This is an optimization exercise on Yosys and OpenROAD, whose aim is small area and a short achievable clock period, not a production implementation. No run shown here included a check of the RTL's function; only the layout flow was run. Power is estimated from default activity; no workload was simulated.

**flow/design.v**
```verilog
package lc3b_types;
    typedef enum logic [3:0] {
        op_br   = 4'b0000,
        op_add  = 4'b0001,
        op_ldb  = 4'b0010,
        op_stb  = 4'b0011,
        op_jsr  = 4'b0100,
        op_and  = 4'b0101,
        op_ldr  = 4'b0110,
        op_str  = 4'b0111,
        op_rti  = 4'b1000,
        op_not  = 4'b1001,
        op_ldi  = 4'b1010,
        op_sti  = 4'b1011,
        op_jmp  = 4'b1100,
        op_shf  = 4'b1101,
        op_lea  = 4'b1110,
        op_trap = 4'b1111
    } lc3b_opcode;
    typedef enum logic [1:0] {
        x_base = 2'b00,
        x_ext1 = 2'b01,
        x_ext2 = 2'b10,
        x_ext3 = 2'b11
    } lc3b_lc3x;
    typedef enum logic [2:0] {
        alu_add,
        alu_sub,
        alu_mul,
        alu_and,
        alu_or,
        alu_xor,
        alu_not,
        alu_shf  
    } lc3b_aluop;
endpackage
`timescale 1ns/1ps
module control_rom
(
    input  logic [15:0] instr,
    output logic        writes,     
    output logic        k_mul,      
    output logic        k_as,       
    output logic        k_sub,      
    output logic        k_shl,      
    output logic        k_shr,      
    output logic [3:0]  lsel,       
    output logic        use_imm,    
    output logic        use_sr2     
);
    logic [3:0] opcode;
    logic       i5;
    logic [1:0] x43;
    assign opcode = instr[15:12];
    assign i5     = instr[5];
    assign x43    = instr[4:3];
    always_comb
    begin
        writes  = 1'b0;
        k_mul   = 1'b0;
        k_as    = 1'b0;
        k_sub   = 1'b0;
        k_shl   = 1'b0;
        k_shr   = 1'b0;
        lsel    = 4'b0000;
        use_imm = 1'b0;
        use_sr2 = 1'b0;
        case (opcode)
            4'b0001:
            begin
                writes = 1'b1;
                if (i5)
                begin
                    k_as    = 1'b1;
                    use_imm = 1'b1;
                end
                else
                begin
                    use_sr2 = 1'b1;
                    if (x43 == 2'b01)
                        k_mul = 1'b1;
                    else
                    begin
                        k_as  = 1'b1;
                        k_sub = x43[1];
                    end
                end
            end
            4'b0101:
            begin
                if (i5)
                begin
                    writes  = 1'b1;
                    use_imm = 1'b1;
                    lsel    = 4'b0001;
                end
                else
                begin
                    writes  = (x43 != 2'b11);
                    use_sr2 = 1'b1;
                    case (x43)
                        2'b00:   lsel = 4'b0001;
                        2'b01:   lsel = 4'b0010;
                        2'b10:   lsel = 4'b0100;
                        default: lsel = 4'b0000;
                    endcase
                end
            end
            4'b1001:
            begin
                writes = 1'b1;
                lsel   = 4'b1000;
            end
            4'b1101:
            begin
                writes = 1'b1;
                k_shl  = ~instr[4];
                k_shr  = instr[4];
            end
            default: ;
        endcase
    end
endmodule
`timescale 1ns/1ps
module decode_stage
(
    input  logic                    clk,
    input  logic                    arst_n,
    input  logic                    instr_valid,
    input  logic [16-1:0]   instr,
    input  logic                    flush,
    input  logic [16-1:0]   rd_data1,
    input  logic [16-1:0]   rd_data2,
    input  logic [16-1:0]   res_p,
    input  logic [16-1:0]   res_c,
    output logic                    d_valid,
    output logic [3-1:0]  d_dest,
    output logic [16-1:0]   d_opa,
    output logic [16-1:0]   d_opb,
    output logic                    d_mb,
    output logic                    d_as,
    output logic                    d_sub,
    output logic                    d_shr,
    output logic [4:0]              d_sh,
    output logic [3:0]              d_lsel
);
    logic                   writes;
    logic                   k_mul, k_as, k_sub, k_shl, k_shr, use_imm, use_sr2;
    logic [3:0]             lsel;
    logic [3-1:0] sr1, sr2;
    logic [16-1:0]  va, vb, opb, na, nb;
    logic                   fwd_a, fwd_b;
    control_rom u_rom
    (
        .instr   (instr),
        .writes  (writes),
        .k_mul   (k_mul),
        .k_as    (k_as),
        .k_sub   (k_sub),
        .k_shl   (k_shl),
        .k_shr   (k_shr),
        .lsel    (lsel),
        .use_imm (use_imm),
        .use_sr2 (use_sr2)
    );
    assign sr1 = instr[8:6];
    assign sr2 = instr[2:0];
    assign va = rd_data1;
    assign vb = rd_data2;
    assign fwd_a = d_valid && d_dest == sr1;
    assign fwd_b = use_sr2 && d_valid && d_dest == sr2;
    assign opb = use_imm ? {{(16-5){instr[4]}}, instr[4:0]} :
                 use_sr2 ? vb :
                           (16'(1) << instr[3:0]);
    always_comb
        for (int i = 0; i < 16; i++)
        begin
            na[i] = res_c[i] ? (fwd_a ? ~res_p[i] : va[i])  : (fwd_a ? res_p[i] : va[i]);
            nb[i] = res_c[i] ? (fwd_b ? ~res_p[i] : opb[i]) : (fwd_b ? res_p[i] : opb[i]);
        end
    always_ff @(posedge clk or negedge arst_n)
    begin
        if (!arst_n)
            d_valid <= 1'b0;
        else
            d_valid <= instr_valid & ~flush & writes;
    end
    always_ff @(posedge clk)
    begin
        d_dest  <= instr[11:9];
        d_opa   <= na;
        d_opb   <= nb;
        d_mb    <= k_mul | k_shl;
        d_as    <= k_as;
        d_sub   <= k_sub;
        d_shr   <= k_shr;
        d_sh    <= {instr[5], instr[3:0]} & {5{k_shr}};
        d_lsel  <= lsel;
    end
endmodule
`timescale 1ns/1ps
module mul_tree
(
    input  logic [15:0] x,
    input  logic [7:0]  one,
    input  logic [7:0]  two,
    input  logic [7:0]  neg,
    input  logic        cin0,
    input  logic [15:0] r,
    output logic [15:0] sa,
    output logic [15:0] sb
);
    wire pp0_0 = ((x[0] & one[0]) | (1'b0 & two[0])) ^ neg[0];
    wire pp0_1 = ((x[1] & one[0]) | (x[0] & two[0])) ^ neg[0];
    wire pp0_2 = ((x[2] & one[0]) | (x[1] & two[0])) ^ neg[0];
    wire pp0_3 = ((x[3] & one[0]) | (x[2] & two[0])) ^ neg[0];
    wire pp0_4 = ((x[4] & one[0]) | (x[3] & two[0])) ^ neg[0];
    wire pp0_5 = ((x[5] & one[0]) | (x[4] & two[0])) ^ neg[0];
    wire pp0_6 = ((x[6] & one[0]) | (x[5] & two[0])) ^ neg[0];
    wire pp0_7 = ((x[7] & one[0]) | (x[6] & two[0])) ^ neg[0];
    wire pp0_8 = ((x[8] & one[0]) | (x[7] & two[0])) ^ neg[0];
    wire pp0_9 = ((x[9] & one[0]) | (x[8] & two[0])) ^ neg[0];
    wire pp0_10 = ((x[10] & one[0]) | (x[9] & two[0])) ^ neg[0];
    wire pp0_11 = ((x[11] & one[0]) | (x[10] & two[0])) ^ neg[0];
    wire pp0_12 = ((x[12] & one[0]) | (x[11] & two[0])) ^ neg[0];
    wire pp0_13 = ((x[13] & one[0]) | (x[12] & two[0])) ^ neg[0];
    wire pp0_14 = ((x[14] & one[0]) | (x[13] & two[0])) ^ neg[0];
    wire pp0_15 = ((x[15] & one[0]) | (x[14] & two[0])) ^ neg[0];
    wire pp1_0 = ((x[0] & one[1]) | (1'b0 & two[1]) | r[2]) ^ neg[1];
    wire pp1_1 = ((x[1] & one[1]) | (x[0] & two[1]) | r[3]) ^ neg[1];
    wire pp1_2 = ((x[2] & one[1]) | (x[1] & two[1]) | r[4]) ^ neg[1];
    wire pp1_3 = ((x[3] & one[1]) | (x[2] & two[1]) | r[5]) ^ neg[1];
    wire pp1_4 = ((x[4] & one[1]) | (x[3] & two[1]) | r[6]) ^ neg[1];
    wire pp1_5 = ((x[5] & one[1]) | (x[4] & two[1]) | r[7]) ^ neg[1];
    wire pp1_6 = ((x[6] & one[1]) | (x[5] & two[1]) | r[8]) ^ neg[1];
    wire pp1_7 = ((x[7] & one[1]) | (x[6] & two[1]) | r[9]) ^ neg[1];
    wire pp1_8 = ((x[8] & one[1]) | (x[7] & two[1]) | r[10]) ^ neg[1];
    wire pp1_9 = ((x[9] & one[1]) | (x[8] & two[1]) | r[11]) ^ neg[1];
    wire pp1_10 = ((x[10] & one[1]) | (x[9] & two[1]) | r[12]) ^ neg[1];
    wire pp1_11 = ((x[11] & one[1]) | (x[10] & two[1]) | r[13]) ^ neg[1];
    wire pp1_12 = ((x[12] & one[1]) | (x[11] & two[1]) | r[14]) ^ neg[1];
    wire pp1_13 = ((x[13] & one[1]) | (x[12] & two[1]) | r[15]) ^ neg[1];
    wire pp2_0 = ((x[0] & one[2]) | (1'b0 & two[2])) ^ neg[2];
    wire pp2_1 = ((x[1] & one[2]) | (x[0] & two[2])) ^ neg[2];
    wire pp2_2 = ((x[2] & one[2]) | (x[1] & two[2])) ^ neg[2];
    wire pp2_3 = ((x[3] & one[2]) | (x[2] & two[2])) ^ neg[2];
    wire pp2_4 = ((x[4] & one[2]) | (x[3] & two[2])) ^ neg[2];
    wire pp2_5 = ((x[5] & one[2]) | (x[4] & two[2])) ^ neg[2];
    wire pp2_6 = ((x[6] & one[2]) | (x[5] & two[2])) ^ neg[2];
    wire pp2_7 = ((x[7] & one[2]) | (x[6] & two[2])) ^ neg[2];
    wire pp2_8 = ((x[8] & one[2]) | (x[7] & two[2])) ^ neg[2];
    wire pp2_9 = ((x[9] & one[2]) | (x[8] & two[2])) ^ neg[2];
    wire pp2_10 = ((x[10] & one[2]) | (x[9] & two[2])) ^ neg[2];
    wire pp2_11 = ((x[11] & one[2]) | (x[10] & two[2])) ^ neg[2];
    wire pp3_0 = ((x[0] & one[3]) | (1'b0 & two[3])) ^ neg[3];
    wire pp3_1 = ((x[1] & one[3]) | (x[0] & two[3])) ^ neg[3];
    wire pp3_2 = ((x[2] & one[3]) | (x[1] & two[3])) ^ neg[3];
    wire pp3_3 = ((x[3] & one[3]) | (x[2] & two[3])) ^ neg[3];
    wire pp3_4 = ((x[4] & one[3]) | (x[3] & two[3])) ^ neg[3];
    wire pp3_5 = ((x[5] & one[3]) | (x[4] & two[3])) ^ neg[3];
    wire pp3_6 = ((x[6] & one[3]) | (x[5] & two[3])) ^ neg[3];
    wire pp3_7 = ((x[7] & one[3]) | (x[6] & two[3])) ^ neg[3];
    wire pp3_8 = ((x[8] & one[3]) | (x[7] & two[3])) ^ neg[3];
    wire pp3_9 = ((x[9] & one[3]) | (x[8] & two[3])) ^ neg[3];
    wire pp4_0 = ((x[0] & one[4]) | (1'b0 & two[4])) ^ neg[4];
    wire pp4_1 = ((x[1] & one[4]) | (x[0] & two[4])) ^ neg[4];
    wire pp4_2 = ((x[2] & one[4]) | (x[1] & two[4])) ^ neg[4];
    wire pp4_3 = ((x[3] & one[4]) | (x[2] & two[4])) ^ neg[4];
    wire pp4_4 = ((x[4] & one[4]) | (x[3] & two[4])) ^ neg[4];
    wire pp4_5 = ((x[5] & one[4]) | (x[4] & two[4])) ^ neg[4];
    wire pp4_6 = ((x[6] & one[4]) | (x[5] & two[4])) ^ neg[4];
    wire pp4_7 = ((x[7] & one[4]) | (x[6] & two[4])) ^ neg[4];
    wire pp5_0 = ((x[0] & one[5]) | (1'b0 & two[5])) ^ neg[5];
    wire pp5_1 = ((x[1] & one[5]) | (x[0] & two[5])) ^ neg[5];
    wire pp5_2 = ((x[2] & one[5]) | (x[1] & two[5])) ^ neg[5];
    wire pp5_3 = ((x[3] & one[5]) | (x[2] & two[5])) ^ neg[5];
    wire pp5_4 = ((x[4] & one[5]) | (x[3] & two[5])) ^ neg[5];
    wire pp5_5 = ((x[5] & one[5]) | (x[4] & two[5])) ^ neg[5];
    wire pp6_0 = ((x[0] & one[6]) | (1'b0 & two[6])) ^ neg[6];
    wire pp6_1 = ((x[1] & one[6]) | (x[0] & two[6])) ^ neg[6];
    wire pp6_2 = ((x[2] & one[6]) | (x[1] & two[6])) ^ neg[6];
    wire pp6_3 = ((x[3] & one[6]) | (x[2] & two[6])) ^ neg[6];
    wire r7b0 = ((x[1] & one[7]) | (x[0] & two[7])) ^ neg[7];
    wire pp7_0 = x[0] & one[7];
    wire pp7_1 = r7b0 ^ (neg[7] & ~pp7_0);
    wire h0_10_0 = neg[5] ^ pp0_10;
    wire k0_10_0 = neg[5] & pp0_10;
    wire h0_11_1 = pp0_11 ^ pp2_7;
    wire k0_11_1 = pp0_11 & pp2_7;
    wire s0_12_0 = neg[6] ^ pp0_12 ^ pp2_8;
    wire c0_12_0 = (neg[6] & pp0_12) | (neg[6] & pp2_8) | (pp0_12 & pp2_8);
    wire h0_12_2 = pp3_6 ^ pp4_4;
    wire k0_12_2 = pp3_6 & pp4_4;
    wire s0_13_1 = pp0_13 ^ pp2_9 ^ pp3_7;
    wire c0_13_1 = (pp0_13 & pp2_9) | (pp0_13 & pp3_7) | (pp2_9 & pp3_7);
    wire h0_13_3 = pp4_5 ^ pp5_3;
    wire k0_13_3 = pp4_5 & pp5_3;
    wire s0_14_2 = pp0_14 ^ pp2_10 ^ pp3_8;
    wire c0_14_2 = (pp0_14 & pp2_10) | (pp0_14 & pp3_8) | (pp2_10 & pp3_8);
    wire s0_14_3 = pp4_6 ^ pp5_4 ^ pp6_2;
    wire c0_14_3 = (pp4_6 & pp5_4) | (pp4_6 & pp6_2) | (pp5_4 & pp6_2);
    wire s0_15_4 = pp0_15 ^ pp2_11 ^ pp3_9;
    wire s0_15_5 = pp4_7 ^ pp5_5 ^ pp6_3;
    wire h1_6_4 = pp0_6 ? ~neg[3] : neg[3];
    wire k1_6_4 = neg[3] & pp0_6;
    wire h1_7_5 = pp2_3 ? ~pp0_7 : pp0_7;
    wire k1_7_5 = pp0_7 & pp2_3;
    wire ts1_8_6 = neg[4] ^ pp0_8;
    wire s1_8_6 = pp2_4 ? ~ts1_8_6 : ts1_8_6;
    wire c1_8_6 = ts1_8_6 ? pp2_4 : neg[4];
    wire h1_8_6 = pp4_0 ? ~pp3_2 : pp3_2;
    wire k1_8_6 = pp3_2 & pp4_0;
    wire ts1_9_7 = pp0_9 ^ pp2_5;
    wire s1_9_7 = pp3_3 ? ~ts1_9_7 : ts1_9_7;
    wire c1_9_7 = ts1_9_7 ? pp3_3 : pp0_9;
    wire h1_9_7 = pp1_7 ? ~pp4_1 : pp4_1;
    wire k1_9_7 = pp4_1 & pp1_7;
    wire ts1_10_8 = pp2_6 ^ pp3_4;
    wire s1_10_8 = pp4_2 ? ~ts1_10_8 : ts1_10_8;
    wire c1_10_8 = ts1_10_8 ? pp4_2 : pp2_6;
    wire ts1_10_9 = pp5_0 ^ h0_10_0;
    wire s1_10_9 = pp1_8 ? ~ts1_10_9 : ts1_10_9;
    wire c1_10_9 = ts1_10_9 ? pp1_8 : pp5_0;
    wire ts1_11_10 = pp3_5 ^ pp4_3;
    wire s1_11_10 = pp5_1 ? ~ts1_11_10 : ts1_11_10;
    wire c1_11_10 = ts1_11_10 ? pp5_1 : pp3_5;
    wire ts1_11_11 = k0_10_0 ^ h0_11_1;
    wire s1_11_11 = pp1_9 ? ~ts1_11_11 : ts1_11_11;
    wire c1_11_11 = ts1_11_11 ? pp1_9 : k0_10_0;
    wire ts1_12_12 = pp5_2 ^ pp6_0;
    wire s1_12_12 = k0_11_1 ? ~ts1_12_12 : ts1_12_12;
    wire c1_12_12 = ts1_12_12 ? k0_11_1 : pp5_2;
    wire ts1_12_13 = h0_12_2 ^ s0_12_0;
    wire s1_12_13 = pp1_10 ? ~ts1_12_13 : ts1_12_13;
    wire c1_12_13 = ts1_12_13 ? pp1_10 : h0_12_2;
    wire ts1_13_14 = pp6_1 ^ k0_12_2;
    wire s1_13_14 = h0_13_3 ? ~ts1_13_14 : ts1_13_14;
    wire c1_13_14 = ts1_13_14 ? h0_13_3 : pp6_1;
    wire ts1_13_15 = c0_12_0 ^ s0_13_1;
    wire s1_13_15 = pp1_11 ? ~ts1_13_15 : ts1_13_15;
    wire c1_13_15 = ts1_13_15 ? pp1_11 : c0_12_0;
    wire ts1_14_16 = pp7_0 ^ k0_13_3;
    wire s1_14_16 = c0_13_1 ? ~ts1_14_16 : ts1_14_16;
    wire c1_14_16 = ts1_14_16 ? c0_13_1 : pp7_0;
    wire ts1_14_17 = s0_14_2 ^ s0_14_3;
    wire s1_14_17 = pp1_12 ? ~ts1_14_17 : ts1_14_17;
    wire c1_14_17 = ts1_14_17 ? pp1_12 : s0_14_2;
    wire ts1_15_18 = pp7_1 ^ c0_14_2;
    wire s1_15_18 = c0_14_3 ? ~ts1_15_18 : ts1_15_18;
    wire ts1_15_19 = s0_15_4 ^ s0_15_5;
    wire s1_15_19 = pp1_13 ? ~ts1_15_19 : ts1_15_19;
    wire h2_4_8 = pp0_4 ? ~neg[2] : neg[2];
    wire k2_4_8 = neg[2] & pp0_4;
    wire h2_5_9 = pp2_1 ? ~pp0_5 : pp0_5;
    wire k2_5_9 = pp0_5 & pp2_1;
    wire ts2_6_20 = pp2_2 ^ pp3_0;
    wire s2_6_20 = h1_6_4 ? ~ts2_6_20 : ts2_6_20;
    wire c2_6_20 = ts2_6_20 ? h1_6_4 : pp2_2;
    wire ts2_7_21 = pp3_1 ^ k1_6_4;
    wire s2_7_21 = h1_7_5 ? ~ts2_7_21 : ts2_7_21;
    wire c2_7_21 = ts2_7_21 ? h1_7_5 : pp3_1;
    wire ts2_8_22 = k1_7_5 ^ h1_8_6;
    wire s2_8_22 = s1_8_6 ? ~ts2_8_22 : ts2_8_22;
    wire c2_8_22 = ts2_8_22 ? s1_8_6 : k1_7_5;
    wire ts2_9_23 = k1_8_6 ^ c1_8_6;
    wire s2_9_23 = s1_9_7 ? ~ts2_9_23 : ts2_9_23;
    wire c2_9_23 = ts2_9_23 ? s1_9_7 : k1_8_6;
    wire ts2_10_24 = c1_9_7 ^ s1_10_8;
    wire s2_10_24 = k1_9_7 ? ~ts2_10_24 : ts2_10_24;
    wire c2_10_24 = ts2_10_24 ? k1_9_7 : c1_9_7;
    wire ts2_11_25 = c1_10_8 ^ s1_11_10;
    wire s2_11_25 = c1_10_9 ? ~ts2_11_25 : ts2_11_25;
    wire c2_11_25 = ts2_11_25 ? c1_10_9 : c1_10_8;
    wire ts2_12_26 = c1_11_10 ^ s1_12_12;
    wire s2_12_26 = c1_11_11 ? ~ts2_12_26 : ts2_12_26;
    wire c2_12_26 = ts2_12_26 ? c1_11_11 : c1_11_10;
    wire ts2_13_27 = c1_12_12 ^ s1_13_14;
    wire s2_13_27 = c1_12_13 ? ~ts2_13_27 : ts2_13_27;
    wire c2_13_27 = ts2_13_27 ? c1_12_13 : c1_12_12;
    wire ts2_14_28 = c1_13_14 ^ c1_13_15;
    wire s2_14_28 = s1_14_16 ? ~ts2_14_28 : ts2_14_28;
    wire c2_14_28 = ts2_14_28 ? s1_14_16 : c1_13_14;
    wire ts2_15_29 = c1_14_16 ^ c1_14_17;
    wire s2_15_29 = s1_15_18 ? ~ts2_15_29 : ts2_15_29;
    wire h3_0_10 = pp0_0 ? ~cin0 : cin0;
    wire k3_0_10 = cin0 & pp0_0;
    wire h3_1_11 = r[1] ? ~pp0_1 : pp0_1;
    wire k3_1_11 = pp0_1 & r[1];
    wire ts3_2_30 = neg[1] ^ pp0_2;
    wire s3_2_30 = pp1_0 ? ~ts3_2_30 : ts3_2_30;
    wire c3_2_30 = ts3_2_30 ? pp1_0 : neg[1];
    wire h3_3_12 = pp1_1 ? ~pp0_3 : pp0_3;
    wire k3_3_12 = pp0_3 & pp1_1;
    wire ts3_4_31 = pp2_0 ^ h2_4_8;
    wire s3_4_31 = pp1_2 ? ~ts3_4_31 : ts3_4_31;
    wire c3_4_31 = ts3_4_31 ? pp1_2 : pp2_0;
    wire ts3_5_32 = k2_4_8 ^ h2_5_9;
    wire s3_5_32 = pp1_3 ? ~ts3_5_32 : ts3_5_32;
    wire c3_5_32 = ts3_5_32 ? pp1_3 : k2_4_8;
    wire ts3_6_33 = k2_5_9 ^ pp1_4;
    wire s3_6_33 = s2_6_20 ? ~ts3_6_33 : ts3_6_33;
    wire c3_6_33 = ts3_6_33 ? s2_6_20 : k2_5_9;
    wire ts3_7_34 = pp1_5 ^ c2_6_20;
    wire s3_7_34 = s2_7_21 ? ~ts3_7_34 : ts3_7_34;
    wire c3_7_34 = ts3_7_34 ? s2_7_21 : pp1_5;
    wire ts3_8_35 = pp1_6 ^ c2_7_21;
    wire s3_8_35 = s2_8_22 ? ~ts3_8_35 : ts3_8_35;
    wire c3_8_35 = ts3_8_35 ? s2_8_22 : pp1_6;
    wire ts3_9_36 = h1_9_7 ^ c2_8_22;
    wire s3_9_36 = s2_9_23 ? ~ts3_9_36 : ts3_9_36;
    wire c3_9_36 = ts3_9_36 ? s2_9_23 : h1_9_7;
    wire ts3_10_37 = c2_9_23 ^ s1_10_9;
    wire s3_10_37 = s2_10_24 ? ~ts3_10_37 : ts3_10_37;
    wire c3_10_37 = ts3_10_37 ? s2_10_24 : c2_9_23;
    wire ts3_11_38 = s1_11_11 ^ c2_10_24;
    wire s3_11_38 = s2_11_25 ? ~ts3_11_38 : ts3_11_38;
    wire c3_11_38 = ts3_11_38 ? s2_11_25 : s1_11_11;
    wire ts3_12_39 = s1_12_13 ^ c2_11_25;
    wire s3_12_39 = s2_12_26 ? ~ts3_12_39 : ts3_12_39;
    wire c3_12_39 = ts3_12_39 ? s2_12_26 : s1_12_13;
    wire ts3_13_40 = s1_13_15 ^ c2_12_26;
    wire s3_13_40 = s2_13_27 ? ~ts3_13_40 : ts3_13_40;
    wire c3_13_40 = ts3_13_40 ? s2_13_27 : s1_13_15;
    wire ts3_14_41 = s1_14_17 ^ c2_13_27;
    wire s3_14_41 = s2_14_28 ? ~ts3_14_41 : ts3_14_41;
    wire c3_14_41 = ts3_14_41 ? s2_14_28 : s1_14_17;
    wire ts3_15_42 = s1_15_19 ^ c2_14_28;
    wire s3_15_42 = s2_15_29 ? ~ts3_15_42 : ts3_15_42;
    assign sa[0] = h3_0_10;
    assign sb[0] = r[0];
    assign sa[1] = k3_0_10;
    assign sb[1] = h3_1_11;
    assign sa[2] = k3_1_11;
    assign sb[2] = s3_2_30;
    assign sa[3] = c3_2_30;
    assign sb[3] = h3_3_12;
    assign sa[4] = k3_3_12;
    assign sb[4] = s3_4_31;
    assign sa[5] = c3_4_31;
    assign sb[5] = s3_5_32;
    assign sa[6] = c3_5_32;
    assign sb[6] = s3_6_33;
    assign sa[7] = c3_6_33;
    assign sb[7] = s3_7_34;
    assign sa[8] = c3_7_34;
    assign sb[8] = s3_8_35;
    assign sa[9] = c3_8_35;
    assign sb[9] = s3_9_36;
    assign sa[10] = c3_9_36;
    assign sb[10] = s3_10_37;
    assign sa[11] = c3_10_37;
    assign sb[11] = s3_11_38;
    assign sa[12] = c3_11_38;
    assign sb[12] = s3_12_39;
    assign sa[13] = c3_12_39;
    assign sb[13] = s3_13_40;
    assign sa[14] = c3_13_40;
    assign sb[14] = s3_14_41;
    assign sa[15] = c3_14_41;
    assign sb[15] = s3_15_42;
endmodule
module cpa16
(
    input  logic [15:0] a,
    input  logic [15:0] b,
    output logic [15:0] p,
    output logic [15:0] c
);
    logic [15:0] g;
    always_comb
        for (int i = 0; i < 16; i++)
        begin
            p[i] = b[i] ? ~a[i] : a[i];
            g[i] = a[i] & b[i];
        end
    wire G0_1 = g[1] | (p[1] & g[0]);
    wire P0_1 = p[1] & p[0];
    wire G0_3 = g[3] | (p[3] & g[2]);
    wire P0_3 = p[3] & p[2];
    wire G0_5 = g[5] | (p[5] & g[4]);
    wire P0_5 = p[5] & p[4];
    wire G0_7 = g[7] | (p[7] & g[6]);
    wire P0_7 = p[7] & p[6];
    wire G0_9 = g[9] | (p[9] & g[8]);
    wire P0_9 = p[9] & p[8];
    wire G0_11 = g[11] | (p[11] & g[10]);
    wire P0_11 = p[11] & p[10];
    wire G0_13 = g[13] | (p[13] & g[12]);
    wire P0_13 = p[13] & p[12];
    wire G0_15 = g[15] | (p[15] & g[14]);
    wire P0_15 = p[15] & p[14];
    wire G1_2 = g[2] | (p[2] & G0_1);
    wire P1_2 = p[2] & P0_1;
    wire G1_3 = G0_3 | (P0_3 & G0_1);
    wire P1_3 = P0_3 & P0_1;
    wire G1_6 = g[6] | (p[6] & G0_5);
    wire P1_6 = p[6] & P0_5;
    wire G1_7 = G0_7 | (P0_7 & G0_5);
    wire P1_7 = P0_7 & P0_5;
    wire G1_10 = g[10] | (p[10] & G0_9);
    wire P1_10 = p[10] & P0_9;
    wire G1_11 = G0_11 | (P0_11 & G0_9);
    wire P1_11 = P0_11 & P0_9;
    wire G1_14 = g[14] | (p[14] & G0_13);
    wire P1_14 = p[14] & P0_13;
    wire G1_15 = G0_15 | (P0_15 & G0_13);
    wire P1_15 = P0_15 & P0_13;
    wire G2_4 = g[4] | (p[4] & G1_3);
    wire P2_4 = p[4] & P1_3;
    wire G2_5 = G0_5 | (P0_5 & G1_3);
    wire P2_5 = P0_5 & P1_3;
    wire G2_6 = G1_6 | (P1_6 & G1_3);
    wire P2_6 = P1_6 & P1_3;
    wire G2_7 = G1_7 | (P1_7 & G1_3);
    wire P2_7 = P1_7 & P1_3;
    wire G2_12 = g[12] | (p[12] & G1_11);
    wire P2_12 = p[12] & P1_11;
    wire G2_13 = G0_13 | (P0_13 & G1_11);
    wire P2_13 = P0_13 & P1_11;
    wire G2_14 = G1_14 | (P1_14 & G1_11);
    wire P2_14 = P1_14 & P1_11;
    wire G2_15 = G1_15 | (P1_15 & G1_11);
    wire P2_15 = P1_15 & P1_11;
    wire G3_8 = g[8] | (p[8] & G2_7);
    wire P3_8 = p[8] & P2_7;
    wire G3_9 = G0_9 | (P0_9 & G2_7);
    wire P3_9 = P0_9 & P2_7;
    wire G3_10 = G1_10 | (P1_10 & G2_7);
    wire P3_10 = P1_10 & P2_7;
    wire G3_11 = G1_11 | (P1_11 & G2_7);
    wire P3_11 = P1_11 & P2_7;
    wire G3_12 = G2_12 | (P2_12 & G2_7);
    wire P3_12 = P2_12 & P2_7;
    wire G3_13 = G2_13 | (P2_13 & G2_7);
    wire P3_13 = P2_13 & P2_7;
    wire G3_14 = G2_14 | (P2_14 & G2_7);
    wire P3_14 = P2_14 & P2_7;
    wire G3_15 = G2_15 | (P2_15 & G2_7);
    wire P3_15 = P2_15 & P2_7;
    assign c[0] = 1'b0;
    assign c[1] = g[0];
    assign c[2] = G0_1;
    assign c[3] = G1_2;
    assign c[4] = G1_3;
    assign c[5] = G2_4;
    assign c[6] = G2_5;
    assign c[7] = G2_6;
    assign c[8] = G2_7;
    assign c[9] = G3_8;
    assign c[10] = G3_9;
    assign c[11] = G3_10;
    assign c[12] = G3_11;
    assign c[13] = G3_12;
    assign c[14] = G3_13;
    assign c[15] = G3_14;
endmodule
module execute_stage
(
    input  logic                    clk,
    input  logic                    arst_n,
    input  logic                    d_valid,
    input  logic [3-1:0]  d_dest,
    input  logic [16-1:0]   d_opa,
    input  logic [16-1:0]   d_opb,
    input  logic                    d_mb,
    input  logic                    d_as,
    input  logic                    d_sub,
    input  logic                    d_shr,
    input  logic [4:0]              d_sh,
    input  logic [3:0]              d_lsel,
    output logic [16-1:0]   res_p,
    output logic [16-1:0]   res_c,
    output logic [16-1:0]   alu_out,
    output logic                    wb_valid,
    output logic [3-1:0]  wb_dest,
    output logic [16-1:0]   wb_data
);
    logic [15:0] a, b;
    logic [7:0]  one, two, neg;
    logic [16:0] yb;
    logic [15:0] r, sa, sb, p, logic_out, shr_out;
    logic [31:0] shr_ext;
    logic        cin0;
    assign a = d_opa;
    assign b = d_opb;
    assign yb = {b, 1'b0};
    always_comb
    begin
        for (int j = 0; j < 8; j++)
        begin
            one[j] = d_mb & (yb[2*j+1] ^ yb[2*j]);
            two[j] = d_mb & ((yb[2*j+2] & ~yb[2*j+1] & ~yb[2*j]) |
                              (~yb[2*j+2] & yb[2*j+1] & yb[2*j]));
            neg[j] = d_mb & yb[2*j+2];
        end
        one[0] = (d_mb & b[0]) | d_as;
    end
    assign logic_out = ({16{d_lsel[0]}} & a & b) |
                       ({16{d_lsel[1]}} & (a | b)) |
                       ({16{d_lsel[2]}} & (a ^ b)) |
                       ({16{d_lsel[3]}} & ~a);
    assign shr_ext = {{16{d_sh[4] & a[15]}}, a} >> d_sh[3:0];
    assign shr_out = shr_ext[15:0];
    assign r    = {16{d_as}} & (b ^ {16{d_sub}});
    assign cin0 = neg[0] | d_sub;
    mul_tree u_tree
    (
        .x    (a),
        .one  (one),
        .two  (two),
        .neg  (neg),
        .cin0 (cin0),
        .r    (r),
        .sa   (sa),
        .sb   (sb)
    );
    cpa16 u_cpa
    (
        .a (sa),
        .b (sb),
        .p (p),
        .c (res_c)
    );
    assign res_p   = p | logic_out | ({16{d_shr}} & shr_out);
    assign alu_out = res_p ^ res_c;
    always_ff @(posedge clk or negedge arst_n)
    begin
        if (!arst_n)
            wb_valid <= 1'b0;
        else
            wb_valid <= d_valid;
    end
    always_ff @(posedge clk)
    begin
        wb_dest <= d_dest;
        wb_data <= alu_out;
    end
endmodule
`timescale 1ns/1ps
module result_stage
(
    input  logic                    clk,
    input  logic                    arst_n,
    input  logic [3-1:0]  rd_addr1,
    input  logic [3-1:0]  rd_addr2,
    input  logic                    wb_valid,
    input  logic [3-1:0]  wb_dest,
    input  logic [16-1:0]   wb_data,
    output logic [16-1:0]   rd_data1,
    output logic [16-1:0]   rd_data2,
    output logic [2:0]              cc
);
    logic [16-1:0] regs [8];
    logic [8-1:0] written;
    logic [2:0]            nzp;
    logic byp1, byp2;
    assign byp1 = wb_valid && wb_dest == rd_addr1;
    assign byp2 = wb_valid && wb_dest == rd_addr2;
    always_comb
    begin
        rd_data1 = wb_data & {16{byp1}};
        rd_data2 = wb_data & {16{byp2}};
        for (int i = 0; i < 8; i++)
        begin
            rd_data1 = rd_data1 | (regs[i] & {16{!byp1 && written[i] && rd_addr1 == i}});
            rd_data2 = rd_data2 | (regs[i] & {16{!byp2 && written[i] && rd_addr2 == i}});
        end
    end
    assign nzp = wb_data[16-1] ? 3'b100 :
                 (wb_data == '0)       ? 3'b010 :
                                         3'b001;
    always_ff @(posedge clk)
    begin
        for (int i = 0; i < 8; i++)
            if (wb_valid && wb_dest == i)
                regs[i] <= wb_data;
    end
    always_ff @(posedge clk or negedge arst_n)
    begin
        if (!arst_n)
        begin
            written <= '0;
            cc      <= 3'b010;  
        end
        else
        begin
            if (wb_valid)
            begin
                written[wb_dest] <= 1'b1;
                cc               <= nzp;
            end
        end
    end
endmodule
`timescale 1ns/1ps
module lc3b_alu_pipe
(
    input  logic                    clk,
    input  logic                    arst_n,
    input  logic                    instr_valid,
    input  logic [16-1:0]   instr,
    input  logic                    flush,
    output logic                    wb_valid,
    output logic [3-1:0]  wb_dest,
    output logic [16-1:0]   wb_data,
    output logic [2:0]              cc
);
    logic                   d_valid;
    logic [3-1:0] d_dest;
    logic [16-1:0]  d_opa;
    logic [16-1:0]  d_opb;
    logic                   d_mb;
    logic                   d_as;
    logic                   d_sub;
    logic                   d_shr;
    logic [4:0]             d_sh;
    logic [3:0]             d_lsel;
    logic [16-1:0]  alu_out;
    logic [16-1:0]  res_p;
    logic [16-1:0]  res_c;
    logic [16-1:0]  rd_data1;
    logic [16-1:0]  rd_data2;
    decode_stage u_decode
    (
        .clk         (clk),
        .arst_n      (arst_n),
        .instr_valid (instr_valid),
        .instr       (instr),
        .flush       (flush),
        .rd_data1    (rd_data1),
        .rd_data2    (rd_data2),
        .res_p       (res_p),
        .res_c       (res_c),
        .d_valid     (d_valid),
        .d_dest      (d_dest),
        .d_opa       (d_opa),
        .d_opb       (d_opb),
        .d_mb        (d_mb),
        .d_as        (d_as),
        .d_sub       (d_sub),
        .d_shr       (d_shr),
        .d_sh        (d_sh),
        .d_lsel      (d_lsel)
    );
    execute_stage u_execute
    (
        .clk      (clk),
        .arst_n   (arst_n),
        .d_valid  (d_valid),
        .d_dest   (d_dest),
        .d_opa    (d_opa),
        .d_opb    (d_opb),
        .d_mb     (d_mb),
        .d_as     (d_as),
        .d_sub    (d_sub),
        .d_shr    (d_shr),
        .d_sh     (d_sh),
        .d_lsel   (d_lsel),
        .res_p    (res_p),
        .res_c    (res_c),
        .alu_out  (alu_out),
        .wb_valid (wb_valid),
        .wb_dest  (wb_dest),
        .wb_data  (wb_data)
    );
    result_stage u_result
    (
        .clk      (clk),
        .arst_n   (arst_n),
        .rd_addr1 (instr[8:6]),
        .rd_addr2 (instr[2:0]),
        .wb_valid (wb_valid),
        .wb_dest  (wb_dest),
        .wb_data  (wb_data),
        .rd_data1 (rd_data1),
        .rd_data2 (rd_data2),
        .cc       (cc)
    );
endmodule
```
**flow/run.sh**
```bash
#!/bin/bash
# synth_recipe.tcl (not shown) runs the flow's synth.tcl, then flattens the netlist and writes it again
# the make line also repeats each setting of config.mk as NAME=value (left out here)
make -C /OpenROAD-flow-scripts/flow DESIGN_CONFIG=/design/flow/config.mk WORK_HOME=/design/flow/orfs CLKGATE_MAP_FILE= SYNTH_SCRIPT=/design/flow/synth_recipe.tcl finish
```
**flow/config.mk**
```make
export PLATFORM = sky130hd
export DESIGN_NAME = lc3b_alu_pipe
export DESIGN_NICKNAME = lc3b_alu_pipe
export VERILOG_FILES = /design/flow/design.v
export SDC_FILE = /design/flow/constraint.sdc
export NUM_CORES = 4
export LEC_CHECK = 0
export CAP_MARGIN = 20
export CORE_MARGIN = 2
export CORE_UTILIZATION = 40
export SETUP_SLACK_MARGIN = 2.5
export SLEW_MARGIN = 20
```
**flow/constraint.sdc**
```tcl
create_clock -name core_clock -period 7.0 [get_ports {clk}]
set_input_delay 1.4000 -clock core_clock [delete_from_list [all_inputs] [get_ports {clk}]]
set_output_delay 1.4000 -clock core_clock [all_outputs]
set_load 0.01 [all_outputs]
```
==> results of run 1 <==
-- registers in the layout (all words and copies together), names as in the netlist --
name                count
u_result.regs         128
u_decode.d_opa         16
u_decode.d_opb         16
u_execute.wb_data      16
u_result.written        8
u_decode.d_sh           5
u_decode.d_lsel         4
u_decode.d_dest         3
u_execute.wb_dest       3
u_result.cc             3
u_decode.d_as           1
u_decode.d_mb           1
u_decode.d_shr          1
u_decode.d_sub          1
u_decode.d_valid        1
u_execute.wb_valid      1
-- metal layers --
metal	vias up	global-route usage, %	routed length, um
met5	-	0	0
li1	5602	-	-
met4	0	11.30	2337
met1	6133	34.47	19560
met3	141	3.800	4776
met2	755	43.09	22630
-- Yosys cell counts, drive strengths merged (20+ instances only) --
cell | n | area, sq um
nand2 | 91 | 341.6
a22oi | 38 | 285.3
a221oi | 78 | 683.2
a22o | 29 | 254.0
xor2 | 52 | 455.4
xnor2 | 85 | 744.5
o21ai | 80 | 400.4
a21oi | 100 | 500.5
maj3 | 20 | 201.4
clkbuf | 130 | 488.0
nand3 | 29 | 145.1
inv | 63 | 236.5
a222oi | 46 | 460.4
mux2i | 29 | 290.3
dfxtp | 67 | 1341
and3 | 35 | 220.2
edfxtp | 128 | 3844
and2 | 20 | 125.1
ha | 51 | 638.1
nor2 | 87 | 326.6
-- area by class of cell --
cell class,instances,area [sq um]
fill,3238,18610
multi-input combinational,1070,8040
sequential,208,5552
timing repair buffer,101,885.9
clock buffer,32,639.4
tap,455,569.3
inverter,67,262.8
clock inverter,9,71.32
-- where the power goes --
part / internal (W) / switching [W]
clock network: 0.000673 / 0.000474
logic: 0.000206 / 0.000307
registers: 0.00135 / 0.000117
-- final timing paths --
path,startpoint,to,slack [ns],depth (start not counted)
setup reg to reg,u_decode.d_as,u_decode.d_opa[15],2.59,17
setup / recovery,u_decode.d_as,u_decode.d_opa[15],2.59,17
hold reg to reg,u_decode.d_dest[2],u_execute.wb_dest[2],0.40,0
min in group asynchronous,arst_n,u_result.written[4],1.25,1
max in group asynchronous,arst_n,u_execute.wb_valid,5.36,1
hold / removal,u_decode.d_dest[2],u_execute.wb_dest[2],0.40,0
-- kinds of logic after synthesis --
family	Yosys count	synth area share, %
adders and majority gates	75	6.517
and+or+nand+nor	331	11.54
DFF	208	39.06
AOI/OAI and AO/OA	482	24.60
xor gates and xnor gates	141	9.168
muxes	41	3.414
buffers and inverters	207	5.701
-- per-stage QoR --
step,worst slack [ns],total power [W],hold slack [ns],std cells
finish,2.592,0.003131,0.4012,1942
global route,2.410,0.003244,0.4204,1942
CTS,2.491,0.003104,0.4061,1913
detailed placement,1.729,0.001965,0.3885,1864
global placement,1.930,0.001959,0.3913,1864
floorplan,2.588,0.001759,0.3734,1485
-- timing repair --
item                       CTS  global route
pin swaps                    9            22
setup endpoints to repair   24            12
buffers inserted             8            29
gates resized for setup     40            41
==> impl_results.md, run 1 <==
* Worst slew pin tran at 1.160 ns
* Dpl hpwl at 32.76 mm
* Num CTS Buffers at 23
* Hold Buf Count CTS at 0
* Design area at 0.01602 sq mm
* Setup violators final at 0
* Slowest stage delay, CP at 0.48 ns
* Antenna cells at 0
* Crit path arrival time at 4.79 ns
* Syn. warnings at 6
* Crit path launch type: flip-flop
* Req. time, crit path at 7.38 ns
* Layout net count at 1546
* Routed WL per cell at 25.39 um
* Pwr per Cell Area at 195.4 mW/mm^2
* Fraction of layout cells with a size suffix above 1 at 12.24%
* Most common cell after layout, fill and taps aside: edfxtp_1
* Starting DRT DRC Count at 1758
* Most frequent CP cell: a21o_1
* Clk sinks at 208
* Cell Area, Synth at 0.01411 sq mm
* Ports at 43
* Largest net degree at the start of global routing at 33
* Slew Limit Fails at 0
* FFs w/ async S/R, synth at 6.250%
* Maximum VDD drop at 330.8 uV
* Port bufs at 42
* CTS Buffer Depth at 3
* First-pass GRT wire length at 72.93 mm
* Synth Flop Type: edfxtp_1
* Minimum clock period at 4.408 ns
* CTS Root Cell: clkbuf_16
* Commonest cells after routing, fill and taps aside: edfxtp_1 (128), a21oi_1 (95), nand2_1 (90)
* CP top delay family: compound AO/OA/AOI/OAI gates
* Max-cap viol count at 0
* WL final at 49.31 mm
* Placed Area at 0.01476 sq mm
* Peak Freq at 226.9 MHz
* RSZ-0062 raised after global routing: true
* Lkg Pwr at 5.981 nW
* Cells after Synth at 1485
* Crit path kind: reg -> reg
* Via density at 6.504
* Number of synthesized flops with an enable pin at 128
* Vias at 12630
* Seq/Total Area, Yosys at 39.06%
* Global Route Usage Sum at 26.24%
* Vias in the first global route at 11680
* Final hold viol count at 0
* #FFs+latches synth at 208
* Row count at 68
* Post-layout util at 46.26%
* Initial core utilization at 40.75%
* Die area at 0.03680 sq mm
* Remaining global-route overflow at 0
* Tcrit/Tclk final at 62.97%
* Core area at 0.03463 sq mm
* Status: timing/DRC/antenna clean
* Clock insertion delay at the later pin of the skew report at 0.52 ns
* Bufs and invs on worst path at 1
* Die Width at 191.8 um
* CTS tree: done
* Antenna viol nets, final at 0
* H-tree Lvls at 1
* Crit-path slowest cell: dfxtp_4
* Clock-pin slew of the registers on the worst-case setup and hold paths at 0.07 ns
* Peak fanout along the critical path at 19
* Worst Hold Class: reg -> reg
* Die H at 191.8 um
* DRC at 0
* Max_slew headroom at 22.56%
* Element type at the critical path end: flip-flop
* DRT Pass-1 Iters at 8
* Post-Route Setup TNS at 0 ns
* Gpl congestion at 0.9424
* Synth Area per Inst at 9.502 sq um
* Post-synth cell types at 77
* Syn nets at 1560
* Initial antenna violation count at 0
* Final clock skew at 0.01959 ns
* Area delta synth->final at 13.53%
* Critical path cell sequence: nand2b_4 -> buf_4 -> a221oi_1 -> a21o_1 -> ha_1 -> maj3_1 -> xor3_1 -> ha_1 -> a21oi_1 -> nor2b_1 -> a41o_1 -> a41o_1 -> a21o_1 -> a21o_1 -> a21oi_2 -> xnor2_2 -> a21oi_1
==> inputs of run 2 (changes only) <==
--- a/flow/config.mk
+++ b/flow/config.mk
@@ -8,5 +8,6 @@
 export CAP_MARGIN = 20
 export CORE_MARGIN = 2
-export CORE_UTILIZATION = 40
-export SETUP_SLACK_MARGIN = 2.5
+export CORE_UTILIZATION = 55
+export PLACE_DENSITY = 0.68
+export SETUP_SLACK_MARGIN = 2.8
 export SLEW_MARGIN = 20
==> run 2 against run 1 <==
Maximum frequency rose by 1.3%. Still clean on timing, DRC and antenna. Utilization rose by 18 points. Clock power fell by 3%. Synthesized cell count did not move. Sequential cell count did not move. Non-clock buffer count rose by 16. Largest power group unchanged. Worst hold slack improved by 0.00081 ns. Highest routed layer unchanged. Register-to-register slack improved by 0.06 ns. Area after synthesis did not move.
==> impl_results.md, run 2 <==
* Die Width at 164.2 um
* Seq/Total Area, Yosys at 39.06%
* R2R Setup Slk at 2.65 ns
* Status: timing/DRC/antenna clean
* Pwr per Cell Area at 193.2 mW/mm^2
* Routed WL per cell at 26.10 um
* Fill count at 2049
* DRC at 0
* Syn. warnings at 6
* First-pass GRT wire length at 70.99 mm
* Clock insertion delay at the later pin of the skew report at 0.50 ns
* Remaining global-route overflow at 0
* Row count at 58
* Max_slew headroom at 24.25%
* Fraction of layout cells with a size suffix above 1 at 14.88%
* Synth area leader: edfxtp_1
* Synth Area per Inst at 9.502 sq um
* Element type at the critical path end: flip-flop
* Layout net count at 1561
* Slew Limit Fails at 0
* CTS Buffer Depth at 3
* Vias at 12790
* Clock-pin slew of the registers on the worst-case setup and hold paths at 0.06 ns
* Num CTS Buffers at 20
* Crit path kind: reg -> reg
* Ports at 43
* Cells after DPL at 1738
* WL final at 47.73 mm
* Syn nets at 1560
* RSZ-0062 raised after global routing: true
* Top cells by area, synth: edfxtp_1 (27%), dfxtp_1 (9.5%), xnor2_1 (5.3%)
* Lkg Pwr at 6.115 nW
* Port bufs at 42
* Global Route Usage Sum at 34.83%
* Initial antenna violation count at 0
* Most frequent cell after synthesis: clkbuf_1
* Clk sinks at 208
* Dpl hpwl at 31.27 mm
* Crit path launch type: flip-flop
* Initial core utilization at 56.04%
* Most common cell after layout, fill and taps aside: edfxtp_1
* #FFs+latches synth at 208
* Cell Area, Synth at 0.01411 sq mm
* Minimum clock period at 4.349 ns
* CTS tree: done
* Worst Hold Class: reg -> reg
* H-tree Lvls at 1
* Largest Register: u_result.regs
* Post-route insts no fill at 1829
* Cells after Synth at 1485
* Area delta synth->final at 14.56%
* Commonest cells in the netlist: clkbuf_1 (130), edfxtp_1 (128), a21oi_1 (100)
* CTS Root Cell: clkbuf_16
* Antenna cells at 0
* Via density at 6.993
* Setup violators final at 0
* Core area at 0.02518 sq mm
* Commonest cells after routing, fill and taps aside: edfxtp_1 (128), a21oi_1 (94), nand2_1 (89)
* FFs w/ async S/R, synth at 6.250%
* Top cell type's share of synthesized area at 27.24%
* DRT Pass-1 Iters at 7
* Hold Buf Count CTS at 0
* Post-Route Setup TNS at 0 ns
* Peak fanout along the critical path at 7
* Final hold viol count at 0
* Starting DRT DRC Count at 2114
* Tcrit/Tclk final at 62.13%
* Vias in the first global route at 11960
* Maximum VDD drop at 357.8 uV
* Post-synth cell types at 77
* Antenna viol nets, final at 0
* Req. time, crit path at 7.41 ns
* Max reg flops at 128
* Number of synthesized flops with an enable pin at 128
* Largest net degree at the start of global routing at 33
* Die H at 164.2 um
* Worst slew pin tran at 1.135 ns
* Synth Flop Type: edfxtp_1
* Die area at 0.02695 sq mm
* Storage element area at 0.005559 sq mm
* Final clock skew at 0.009073 ns
* Crit path arrival time at 4.76 ns
* Max-cap viol count at 0
* Peak Freq at 229.9 MHz
* Multi-input logic area at 0.008129 sq mm
* Gpl congestion at 0.9692
-- run 2: worst paths after layout --
path,start,endpoint,cells past startpoint
hold / removal,u_decode.d_dest[2],u_execute.wb_dest[2],0
setup reg to reg,u_decode.d_opb[3],u_decode.d_opa[14],21
hold reg to reg,u_decode.d_dest[2],u_execute.wb_dest[2],0
min in group asynchronous,arst_n,u_result.written[0],1
setup / recovery,u_decode.d_opb[3],u_decode.d_opa[14],21
max in group asynchronous,arst_n,u_decode.d_valid,1
-- run 2: power by group --
| group | leakage, nW | switching (W) | internal, W |
|---|---|---|---|
| combinational | 3.88 | 0.000318 | 0.000231 |
| clock | 0.325 | 0.000453 | 0.000657 |
| sequential | 1.91 | 0.000112 | 0.00135 |
| total | 6.11 | 0.000883 | 0.00224 |
-- run 2: metrics by stage --
step | setup slack (ns) | hold WS (ns) | instance area (sq um) | utilization [%] | power [W]
4_1_cts | 2.784 | 0.4047 | 15760 | 62.59 | 0.003083
3_5_place_dp | 1.844 | 0.3923 | 14600 | 57.97 | 0.001954
5_1_grt | 2.425 | 0.4151 | 16170 | 64.20 | 0.003228
6_report | 2.651 | 0.4020 | 16170 | 64.20 | 0.003124
3_3_place_gp | 1.985 | 0.3946 | 14600 | 57.97 | 0.001946
2_1_floorplan | 2.806 | 0.3734 | 14130 | - | 0.001761
-- run 2: logic make-up (layout without fill, tap and decap cells) --
| kind of cell | after synthesis | count (layout) | synth area share (%) |
|---|---|---|---|
| fa+ha+maj | 75 | 75 | 6.517 |
| mux | 41 | 41 | 3.414 |
| compound gates | 482 | 482 | 24.60 |
| simple gates | 331 | 333 | 11.54 |
| xor+xnor | 141 | 141 | 9.168 |
| flops | 208 | 208 | 39.06 |
| buf+inv | 207 | 219 | 5.701 |
-- run 2: final cells by class --
cell class	instances	area share [%]
Multi-Input combinational cell	1072	50.29
Timing Repair Buffer	117	6.904
Sequential cell	208	34.39
Clock inverter	13	0.8978
Tap cell	330	2.554
Inverter	67	1.695
Clock buffer	22	3.274
-- run 2: per-layer routing --
metal | global-route usage (%) | vias to the layer above | wire [um]
met4 | 19.90 | 0 | 3398
met1 | 44.33 | 6113 | 18030
met3 | 4.949 | 223 | 4326
met5 | 0 | - | 0
met2 | 56.87 | 811 | 21970
li1 | - | 5643 | -
-- run 2: worst max-delay path, stage by stage (launching register included) --
cell       delay [ns]
dfxtp_4          0.42
buf_4            0.16
xor2_4           0.17
and2_4           0.20
a22oi_1          0.07
nand2_1          0.17
nand2_1          0.12
fa_2             0.41
xor2_1           0.17
xnor2_1          0.17
buf_4            0.15
a21o_1           0.18
and3_1           0.18
or2_2            0.30
xnor2_2          0.15
xnor2_1          0.18
ha_1             0.29
nor2_1           0.12
o2111ai_1        0.13
xor2_1           0.29
inv_1            0.09
a32oi_1          0.16
-- run 2: what timing repair did --
item	CTS	global route
endpoints found under the setup margin	35	21
setup buffers	31	20
resized for setup	74	46
pin swaps	23	26
cloned	1	4

[re-timing with driven ports]
In the flow no input, the clock included, has a driving cell. The finished layouts below were timed again as built, in two steps.
Step 1: set_driving_cell puts a clkbuf_16 on clk and a buf_2 on each other input, an assumption about the parent block.
Step 2 also shifts input and output timing later by t, the mid clock arrival at the registers, as if the neighbouring blocks saw the same clock.
Slacks: ideal / step 1 / step 2; pairs: ideal / step 1.
| run | shift t [ns] | setup slack, ns | worst setup path after step 2 |
|---|---|---|---|
| run 1 | 0.554 | 2.592 / 2.592 / 2.291 | input to register |
| run 2 | 0.532 | 2.651 / 2.651 / 2.400 | input to register |
After both steps setup and hold are still met in every run listed. The setup slack of run 1, which loses most, moves by 0.000 ns with the drivers and by -0.301 ns with both steps.
